Source: an optimization exercise on an open RTL-to-GDS flow (aim: small area, a short achievable clock period and few clock cycles). Production flows keep margins and buffers that such runs may drop. Where RTL was checked, it was by simulation tests only, not by an equivalence proof against the original. Power figures rest on the tool's default switching activity, not on a simulated workload.

job 8852:
// mac_acc_array
module mac_acc_array #(
    parameter int DW    = mac_pkg::MAC_DW,
    parameter int LANES = 8,
    parameter int ACCW  = 2 * DW + 8
) (
    input  logic                  clk,
    input  logic                  rst_n,
    input  logic                  in_valid,
    output logic                  in_ready,
    input  logic [LANES*DW-1:0]   A,
    input  logic [LANES*DW-1:0]   W,
    input  logic                  Asigned,
    input  logic                  Wsigned,
    input  logic                  acc_clr,
    input  logic                  acc_last,
    output logic                  out_valid,
    input  logic                  out_ready,
    output logic [LANES*ACCW-1:0] Q,
    output logic [LANES-1:0]      ovf
);
For scale: ~3700 cells after synthesis, ~0.036 sq mm of cells after synthesis.
==> flow/config.mk <==
export PLATFORM = sky130hd
export DESIGN_NAME = mac_acc_array
export DESIGN_NICKNAME = mac_acc_array
export VERILOG_FILES = /design/flow/design.v
export SDC_FILE = /design/flow/constraint.sdc
export NUM_CORES = 4
export LEC_CHECK = 0
export CAP_MARGIN = 20
export CORE_MARGIN = 2
export CORE_UTILIZATION = 40
export SETUP_SLACK_MARGIN = 2.3
export SLEW_MARGIN = 20
==> flow/constraint.sdc <==
create_clock -name core_clock -period 5.6 [get_ports {clk}]
set_input_delay 1.1200 -clock core_clock [delete_from_list [all_inputs] [get_ports {clk}]]
set_output_delay 1.1200 -clock core_clock [all_outputs]
set_load 0.01 [all_outputs]
standard.sh (not shown) runs the stock make flow with config.mk's settings and CLKGATE_MAP_FILE= SYNTH_SCRIPT=/design/flow/synth_recipe.tcl, a recipe that flattens the netlist after the stock synthesis.
==> flow/flow/run.sh <==
#!/bin/bash
# Own layout flow: the standard flow with two changes.
#  1. After the standard synthesis, full-adder cells are rewired to their
#     complemented inputs/outputs where that removes inverters
#     (fa_polarity.py; same logic function, same registers).
#  2. Ports are buffered with a small buffer instead of the default delay cell.
# Each tool's output goes to a log file of its own in the work folder.
set -euo pipefail
W=$(pwd)
R=$W/orfs/results/$FLOW_PLATFORM/mac_acc_array/base
bash standard.sh "$R/1_2_yosys.v" > "$W/flow_synth.log" 2>&1
cp "$R/1_2_yosys.v" "$W/1_2_yosys.standard.v"
python3 "$W/flow/fa_polarity.py" "$W/1_2_yosys.standard.v" "$R/1_2_yosys.v" > "$W/flow_fa_polarity.log" 2>&1
touch "$R/1_2_yosys.v" "$R/1_2_yosys.sdc"
BUFFER_PORTS_ARGS="-buffer_cell ${PORT_BUFFER:-sky130_fd_sc_hd__buf_1}" \
  bash standard.sh finish > "$W/flow_layout.log" 2>&1
Other scripts of this flow, unchanged in this note and not shown: flow/flow/fa_polarity.py
[inputs] job 4573 vs job 8852
--- a/flow/design.v
+++ b/flow/design.v
@@ -286,21 +286,21 @@
     assign is_min = hi == 8'h80;
     assign hi_up  = is_max ? 8'h7f : hi + 8'd1;
     assign hi_dn  = is_min ? 8'h80 : hi - 8'd1;
     assign u0     = x[17:16] + y[17:16];
     assign dn0    = u0 == 2'b11;
     assign dn1    = u0 == 2'b10;
     assign up0    = u0 == 2'b01;
     assign up1    = u0 == 2'b00;
     assign sel_dn = cy[15] ? dn1 : dn0;
     assign sel_up = cy[15] ? up1 : up0;
-    assign hi_nx  = ({8{sel_dn}} & hi_dn) | ({8{sel_up}} & hi_up) | ({8{!(sel_dn || sel_up)}} & hi);
+    assign hi_nx  = sel_dn ? hi_dn : sel_up ? hi_up : hi;
     assign pos    = sel_up && is_max;
     assign neg    = sel_dn && is_min;
     always_ff @(posedge clk) begin
         if (clr) begin
             q   <= '0;
             ovf <= 1'b0;
         end else begin
             q   <= {hi_nx, (t & ~{16{neg}}) | {16{pos}}};
             ovf <= ovf | pos | neg;
         end
[summary]
- Job 4573 vs. job 8852: number of buffers other than clock buffers in the final layout comparable, die area now smaller, total track usage now smaller, fraction of power spent switching nets now smaller.
- In the reports for job 4573 and job 8852, the smaller data arrival time of the critical path belongs to job 4573.
Testbench counts of job 4573, summed over its fixed seeds: cycles 32,255.
For job 8852, only the layout was checked, not whether the RTL still works.

the reference run:
mac_acc_array with an RTL version that a note above also has.
For scale: roughly 340 I/O pins, ~36000 µm² of cells after synthesis.
Settings: LEC_CHECK=0, CAP_MARGIN=20, CORE_MARGIN=2, CORE_UTILIZATION=40, SETUP_SLACK_MARGIN=2.0, SLEW_MARGIN=20; clock period 5.6 ns.
Scripts as last shown in full above: flow/flow/run.sh
Other scripts of this flow, unchanged in this note and not shown: flow/flow/fa_polarity.py
Testbench counts of the reference run, summed over its fixed seeds: cycles 32,255.
## Diff of input files: the trial run against the reference run
--- a/flow/design.v
+++ b/flow/design.v
@@ -270,40 +270,41 @@
     assign cy[6] = gk2_6;
     assign cy[7] = gk2_7;
     assign cy[8] = gk3_8;
     assign cy[9] = gk3_9;
     assign cy[10] = gk3_10;
     assign cy[11] = gk3_11;
     assign cy[12] = gk3_12;
     assign cy[13] = gk3_13;
     assign cy[14] = gk3_14;
     assign cy[15] = gk3_15;
     assign t = p ^ {cy[14:0], 1'b0};
-    logic [7:0]  hi, hi_up, hi_dn, hi_nx;
-    logic [1:0]  u0;
-    logic        is_max, is_min, dn0, dn1, up0, up1, sel_dn, sel_up, pos, neg;
+    logic [7:0]  hi, hi_up, hi_dn, h0, h1, hi_nx;
+    logic [1:0]  u0, u1;
+    logic        is_max, is_min, pos0, pos1, neg0, neg1, pos, neg;
     assign hi     = q[23:16];
     assign is_max = hi == 8'h7f;
     assign is_min = hi == 8'h80;
     assign hi_up  = is_max ? 8'h7f : hi + 8'd1;
     assign hi_dn  = is_min ? 8'h80 : hi - 8'd1;
     assign u0     = x[17:16] + y[17:16];
-    assign dn0    = u0 == 2'b11;
-    assign dn1    = u0 == 2'b10;
-    assign up0    = u0 == 2'b01;
-    assign up1    = u0 == 2'b00;
-    assign sel_dn = cy[15] ? dn1 : dn0;
-    assign sel_up = cy[15] ? up1 : up0;
-    assign hi_nx  = sel_dn ? hi_dn : sel_up ? hi_up : hi;
-    assign pos    = sel_up && is_max;
-    assign neg    = sel_dn && is_min;
+    assign u1     = x[17:16] + y[17:16] + 2'd1;
+    assign h0     = u0[1] ? hi_dn : u0[0] ? hi_up : hi;
+    assign h1     = u1[1] ? hi_dn : u1[0] ? hi_up : hi;
+    assign pos0   = u0 == 2'b01 && is_max;
+    assign pos1   = u1 == 2'b01 && is_max;
+    assign neg0   = u0[1] && is_min;
+    assign neg1   = u1[1] && is_min;
+    assign hi_nx  = cy[15] ? h1 : h0;
+    assign pos    = cy[15] ? pos1 : pos0;
+    assign neg    = cy[15] ? neg1 : neg0;
     always_ff @(posedge clk) begin
         if (clr) begin
             q   <= '0;
             ovf <= 1'b0;
         end else begin
             q   <= {hi_nx, (t & ~{16{neg}}) | {16{pos}}};
             ovf <= ovf | pos | neg;
         end
     end
 endmodule
 module mac_acc_array #(
### Flow results
Taking the reference run as the reference, in the trial run overall power after layout moved up, worst setup slack lost 0.13 ns, register share of the cell area decreased by 0.65 points relative to the old numbers.
Compared with the reference run, the trial run shows first-pass GRT wire length higher by 5200 µm.
Compared with the reference run, the trial run shows sequential power that has gone up slightly.
Compared the trial run vs the reference run, and logic gate share of total power is up in the trial run.
The trial run does worse than the reference run on detailed-route wire length.
When the trial run is measured against the reference run, its overall die width turns out 3.8 µm higher.
As far as sequential cell count goes, the reference run and the trial run are indistinguishable; the numbers are identical.
Count of clock-buffer cells in the layout: the trial run vs the reference run up 17%
Share of power burned in registers ends up higher on the reference run.
In the metrics for the reference run and the trial run, the one carrying the higher routability congestion estimate is the reference run.
The routed metal-1 wirelength of the trial run is lower than that of the reference run.
The trial run vs the reference run, maximum clock frequency went down by about 3.5%.
For the trial run, only the layout was checked, not whether the RTL still works.

mac_acc_array, a different RTL version from the one above (not shown whole).
## mac_acc_array
module mac_acc_array #(
    parameter int DW    = mac_pkg::MAC_DW,
    parameter int LANES = 8,
    parameter int ACCW  = 2 * DW + 8
) (
    input  logic                  clk,
    input  logic                  rst_n,
    input  logic                  in_valid,
    output logic                  in_ready,
    input  logic [LANES*DW-1:0]   A,
    input  logic [LANES*DW-1:0]   W,
    input  logic                  Asigned,
    input  logic                  Wsigned,
    input  logic                  acc_clr,
    input  logic                  acc_last,
    output logic                  out_valid,
    input  logic                  out_ready,
    output logic [LANES*ACCW-1:0] Q,
    output logic [LANES-1:0]      ovf
);
    logic take;
    logic v1;
    logic last1;
    logic in_burst;
    logic clr;
    logic blk;
    assign in_ready = !blk && (!out_valid || out_ready);
    assign take     = in_valid && !(v1 && last1) && (!out_valid || out_ready);
    assign clr = take && (acc_clr || !(v1 || in_burst));
    always_ff @(posedge clk or negedge rst_n) begin
        if (!rst_n) begin
            v1        <= 1'b0;
            blk       <= 1'b0;
            in_burst  <= 1'b0;
            out_valid <= 1'b0;
        end else begin
            v1        <= take;
            blk       <= take && acc_last;
            out_valid <= (v1 && last1) || (out_valid && !out_ready);
            if (v1) begin
                in_burst <= !last1;
            end
        end
    end
    always_ff @(posedge clk) begin
        last1 <= acc_last;
    end
    for (genvar i = 0; i < LANES; i++) begin : g_lane
        mac_lane u_lane (
            .clk  (clk),
            .take (take),
            .v    (v1),
            .clr  (clr),
            .a    (A[i*DW +: DW]),
            .w    (W[i*DW +: DW]),
            .a_sgn(Asigned),
            .w_sgn(Wsigned),
            .q    (Q[i*ACCW +: ACCW]),
  ...
export LEC_CHECK = 0
export CAP_MARGIN = 20
export CORE_MARGIN = 2
export CORE_UTILIZATION = 40
export SETUP_SLACK_MARGIN = 2.3
export SLEW_MARGIN = 20
create_clock -name core_clock -period 5.6 [get_ports {clk}]
Scripts as last shown in full above: flow/flow/run.sh
Other scripts of this flow, unchanged in this note and not shown: flow/flow/fa_polarity.py
==> next run, changes <==
--- a/flow/design.v
+++ b/flow/design.v
@@ -263,26 +263,27 @@
     assign hi_dn  = is_min ? 8'h80 : hi - 8'd1;
     assign u0     = x[17:16] + y[17:16];
     assign dn0    = u0 == 2'b11;
     assign dn1    = u0 == 2'b10;
     assign up0    = u0 == 2'b01;
     assign up1    = u0 == 2'b00;
     assign sel_dn = cy[15] ? dn1 : dn0;
     assign sel_up = cy[15] ? up1 : up0;
-    logic        keep, zero, ones;
-    assign keep   = !(sel_dn || sel_up || clr);
-    assign hi_nx  = ({8{sel_dn && !clr}} & hi_dn) | ({8{sel_up && !clr}} & hi_up) | ({8{keep}} & hi);
+    assign hi_nx  = ({8{sel_dn}} & hi_dn) | ({8{sel_up}} & hi_up) | ({8{!(sel_dn || sel_up)}} & hi);
     assign pos    = sel_up && is_max;
     assign neg    = sel_dn && is_min;
-    assign zero   = neg || clr;
-    assign ones   = pos && !clr;
     always_ff @(posedge clk) begin
-        q   <= {hi_nx, (t & ~{16{zero}}) | {16{ones}}};
-        ovf <= !clr && (ovf || pos || neg);
+        if (clr) begin
+            q   <= '0;
+            ovf <= 1'b0;
+        end else begin
+            q   <= {hi_nx, (t & ~{16{neg}}) | {16{pos}}};
+            ovf <= ovf | pos | neg;
+        end
     end
 endmodule
 module mac_acc_array #(
     parameter int DW    = mac_pkg::MAC_DW,
     parameter int LANES = 8,
     parameter int ACCW  = 2 * DW + 8
 ) (
     input  logic                  clk,
What happened: The new run produced a clean layout. Final area is lower by 0.31%. Wire length is lower by 3.0%. Die area is higher by 0.88%. Sequential share of layout area barely changes. Worst setup slack gains 0.086 ns. Register-to-register slack gains 0.09 ns. Via count is higher by 1.1%. Total power is higher by 0.41%. Non-clock buffer count is higher by 13. Clock skew is lower by 0.018 ns. Clock power is lower by about 4%. Clock-buffer cell count is higher by 13. Utilization is lower by 0.37 points. Flip-flop and latch count does not change.
Testbench counts after the change, summed over its fixed seeds: cycles 32,255.
Function not checked in the first run of this note: the RTL went through the layout flow alone.

[afterwards: timing with drivers on the ports]
The flow's constraints put no driver on any port. The routed layouts listed below were extracted and timed again, unchanged, in two steps.
Step 1: set_driving_cell puts a clkbuf_16 on clk and a buf_2 on each other input, an assumption about the parent block.
Step 2, shift: input delay + t, output delay - t, t = (earliest + latest rising clock arrival at the registers) / 2. This alone moves slack from input paths to output paths.
a / b / c = ideal / step 1 / step 2; a / b = the first two.
| run | t, ns | slack for setup (ns) | slew at the worst register clock pin (ns) |
|---|---|---|---|
| job 8852 | 0.680 | 2.311 / 2.350 / 1.670 | 0.06 / 0.06 |
| job 4573 | 0.666 | 2.318 / 2.341 / 1.675 | 0.06 / 0.06 |
| the reference run | 0.689 | 2.129 / 2.129 / 1.484 | 0.07 / 0.07 |
| the trial run | 0.716 | 2.002 / 2.002 / 1.349 | 0.06 / 0.06 |
| the first run of note 3 | 0.659 | 2.266 / 2.266 / 1.701 | 0.06 / 0.06 |
| the second run of note 3 | 0.637 | 2.352 / 2.352 / 1.716 | 0.06 / 0.06 |
After both steps setup and hold are still met in every run listed. The setup slack of the trial run, which loses most, moves by 0.000 ns with the drivers and by -0.653 ns with both steps.
